Context: an optimization exercise on an open-source flow, tuned for small area, a short achievable clock period and few clock cycles. The choices shown serve that exercise and are no tape-out recipe.
In this exercise RTL edits were held to simulation tests only and were not proved equivalent to the original.
Power is estimated from default activity; no workload was simulated.

## mac_top
module mac_top (
    input  logic         CLK,
    input  logic         RSTN,
    input  logic [11:0]  mnt_i,        
    input  logic         start_i,
    output logic         done_o,
    output logic [3:0]   w_rd_o,       
    input  logic [63:0]  w_rdata_i,    
    output logic [3:0]   i_rd_o,       
    input  logic [63:0]  i_rdata_i,    
    output logic [68:0]  o_wr_o        
);
    localparam int LAT = 2;        
    logic [3:0] m_dim, n_dim, t_dim;
    assign m_dim = mnt_i[11:8];
    assign n_dim = mnt_i[7:4];
    assign t_dim = mnt_i[3:0];
    logic        active_q;     
    logic        busy_q;       
    logic [1:0]  lane_q;       
    logic [2:0]  row_q;        
    logic [LAT:0] v_q;         
    logic [LAT:0] fin_q;       
    logic [LAT:0] first_q;     
    logic [LAT:0] last_q;      
    logic [3:0]   mask_q;      
    logic [63:0] acc_q;        
    logic        wen_q;
    logic [2:0]  waddr_q;      
    logic        done_q;
    logic        accept, rd_valid, first, lastl, fin;
    logic [1:0]  mlast;
    assign accept   = start_i && !active_q;
    assign mlast    = (n_dim == 4'd0) ? 2'd0 : m_dim[1:0] - 2'd1;
    assign rd_valid = busy_q || (accept && mlast == 2'd3);     
    assign first    = (lane_q == mlast);
    assign lastl    = (lane_q == 2'd0);
    assign fin      = lastl && ({1'b0, row_q} == t_dim - 4'd1);
    always_ff @(posedge CLK or negedge RSTN) begin
        if (!RSTN) begin
            active_q <= 1'b0;
            busy_q   <= 1'b0;
            lane_q   <= 2'd3;
            row_q    <= 3'd0;
  ...
==> flow/config.mk <==
export PLATFORM = sky130hd
export DESIGN_NAME = mac_top
export DESIGN_NICKNAME = mac_top
export VERILOG_FILES = /design/flow/design.v
export SDC_FILE = /design/flow/constraint.sdc
export NUM_CORES = 4
export LEC_CHECK = 0
export CAP_MARGIN = 20
export CORE_MARGIN = 2
export CORE_UTILIZATION = 30
export SETUP_SLACK_MARGIN = 2.8
export SLEW_MARGIN = 20
export SYNTH_HIERARCHICAL = 1
==> flow/constraint.sdc <==
create_clock -name core_clock -period 5.5 [get_ports {CLK}]
set_input_delay 1.1000 -clock core_clock [delete_from_list [all_inputs] [get_ports {CLK}]]
set_output_delay 1.1000 -clock core_clock [all_outputs]
set_load 0.01 [all_outputs]
standard.sh (not shown) runs the stock make flow with config.mk's settings and CLKGATE_MAP_FILE= SYNTH_SCRIPT=/design/flow/synth_recipe.tcl, a recipe that flattens the netlist after the stock synthesis.
==> flow/flow/run.sh <==
#!/bin/bash
# The standard layout, with the smallest buffer on every port
# (repair_timing upsizes the ones on critical paths)
bash standard.sh "BUFFER_PORTS_ARGS=-buffer_cell sky130_fd_sc_hd__buf_1" finish > standard.log 2>&1
The baseline ran to the end with no violations.
Testbench counts at the start, summed over its fixed seeds: cycles 5,706.
Edit:
- CTS_BUF_LIST: default -> sky130_fd_sc_hd__clkbuf_4 sky130_fd_sc_hd__clkbuf_8
- SETUP_SLACK_MARGIN: 2.8 -> 3.1
Via count rose by 1.9%. Sequential power hardly moves. Hold slack is worse by 6.7 ps. Die area is unchanged. Routed wire length goes up by 2.0%. Combinational power rose by about 10%.

* * *

Another version of the RTL of mac_top (not shown whole).
For scale: about 970 cells after synthesis, ~240 flip-flops, ~220 I/O pins.
Settings: LEC_CHECK=0, CAP_MARGIN=20, CORE_MARGIN=2, CORE_UTILIZATION=30, SETUP_SLACK_MARGIN=3.1, SLEW_MARGIN=20, SYNTH_HIERARCHICAL=1; clock period 5.5 ns.
==> flow/flow/run.sh <==
#!/bin/bash
# The standard layout with two changes:
#  - the smallest buffer on every port (repair_timing upsizes the ones on
#    critical paths)
#  - a clock tree of fewer, larger leaf clusters and no dummy loads
bash standard.sh \
  "BUFFER_PORTS_ARGS=-buffer_cell sky130_fd_sc_hd__buf_1" \
  "CTS_ARGS=-sink_clustering_enable -sink_clustering_size 24 -sink_clustering_max_diameter 80 -buf_list {sky130_fd_sc_hd__clkbuf_8 sky130_fd_sc_hd__clkbuf_16} -dont_use_dummy_load -repair_clock_nets" \
  finish > standard.log 2>&1
The starting point finished clean.
Testbench counts at the start, summed over its fixed seeds: cycles 5,706.
Change:
- SETUP_SLACK_MARGIN: 3.1 -> 3.0
- TNS_END_PERCENT: default -> 5
After rerunning:
- flip-flop and latch count does not change
- global-route usage stays flat
- final area is lower by a few percent
- utilization falls by 0.90 points
- count of clock-buffer cells in the layout climbs by 1
- die area stays the same
Change:
- PLACE_DENSITY: default -> 0.75
- TNS_END_PERCENT: 5 -> default
Result: The new run completed with no timing, DRC or antenna violations; final cell count barely changes; core utilization is about the same; non-clock buffer count does not change; wire length grows by 3.0%; sequential power is about the same; hold slack gets better by 13 ps; via count grows by 4.2%; global-route usage grows by 0.30 points; flip-flop and latch count stays the same; setup slack gets better by 51 ps; register-to-register slack stays flat.
Change:
- ABC_AREA: default -> 1
- PLACE_DENSITY: 0.75 -> default
First-iteration DRC count decreases by 32%. Wire length increases by 0.53%. Die area increases by 6.3%. Setup slack is better by 36 ps. Synthesized area increases by 6.4%. Power decreases by 6.5%. Via count increases by 8.4%. Final area increases by 5.8%. Sequential cell count is unchanged. Worst hold slack is worse by 4.9 ps.

* * *

Starting RTL as in the previous note.
export LEC_CHECK = 0
export CAP_MARGIN = 20
export CORE_MARGIN = 2
export CORE_UTILIZATION = 36
export SETUP_SLACK_MARGIN = 3.0
export SLEW_MARGIN = 20
export SYNTH_HIERARCHICAL = 1
create_clock -name core_clock -period 5.5 [get_ports {CLK}]
Scripts as last shown in full above: flow/flow/run.sh
Testbench counts at the start, summed over its fixed seeds: cycles 5,706.
Rerun with:
--- a/flow/flow/run.sh
+++ b/flow/flow/run.sh
@@ -8 +8 @@
-  "CTS_ARGS=-sink_clustering_enable -sink_clustering_size 24 -sink_clustering_max_diameter 80 -buf_list {sky130_fd_sc_hd__clkbuf_8 sky130_fd_sc_hd__clkbuf_16} -dont_use_dummy_load -repair_clock_nets" \
+  "CTS_ARGS=-sink_clustering_enable -sink_clustering_size 18 -sink_clustering_max_diameter 60 -buf_list {sky130_fd_sc_hd__clkbuf_8} -dont_use_dummy_load -repair_clock_nets" \
- CORE_UTILIZATION: 36 -> 30
=> The new run passed the timing, DRC and antenna checks; hold slack gets worse by 0.013 ns; die area rises by about a fifth; combinational power rises by a few percent.
Rerun with:
--- a/flow/flow/run.sh
+++ b/flow/flow/run.sh
@@ -8 +8 @@
-  "CTS_ARGS=-sink_clustering_enable -sink_clustering_size 18 -sink_clustering_max_diameter 60 -buf_list {sky130_fd_sc_hd__clkbuf_8} -dont_use_dummy_load -repair_clock_nets" \
+  "CTS_ARGS=-sink_clustering_enable -sink_clustering_size 24 -sink_clustering_max_diameter 80 -buf_list {sky130_fd_sc_hd__clkbuf_8 sky130_fd_sc_hd__clkbuf_16} -dont_use_dummy_load -repair_clock_nets" \
- PLACE_DENSITY: unset -> 0.45
Result: Die area is unchanged. Flip-flop and latch count does not change. Global-route usage climbs by 0.23 points. Power went up by 0.42%. Via count goes down by about 1.8%. Routed wire length goes up by about 5.4%.

## separate check: timing with driven ports
How much do the figures lean on ideal ports? The routed layouts below were timed once more, with nothing changed but the port constraints.
Step 1, drivers: a clkbuf_16 drives CLK and a buf_2 each remaining input, both assumed.
Step 2, shift: input delay + t, output delay - t, t = (earliest + latest rising clock arrival at the registers) / 2. This alone moves slack from input paths to output paths.
Three values: ideal, step 1, step 2; two values: the first two.
run	t, ns	setup WS [ns]	worst register clock-pin slew, ns	cell pins on the clock port's net
the first run of note 1	0.589	2.787 / 2.799 / 2.210	0.07 / 0.07	1
the second run of note 1	0.597	2.952 / 2.952 / 2.488	0.06 / 0.06	1
the first run of note 2	0.545	3.033 / 3.033 / 2.563	0.09 / 0.09	1
the second run of note 2	0.533	2.926 / 2.924 / 2.391	0.10 / 0.10	1
the third run of note 2	0.526	2.977 / 2.993 / 2.467	0.10 / 0.10	1
the fourth run of note 2	0.537	3.014 / 3.036 / 2.499	0.09 / 0.09	1
the first run of note 3	0.526	2.895 / 2.920 / 2.394	0.09 / 0.09	1
the second run of note 3	0.580	3.013 / 3.028 / 2.451	0.11 / 0.11	1
the third run of note 3	0.536	2.922 / 2.947 / 2.411	0.09 / 0.09	1
After both steps every run listed still meets setup and hold. For the first run of note 1, which loses most, drivers alone change the setup slack by +0.012 ns; drivers and shift together by -0.577 ns.
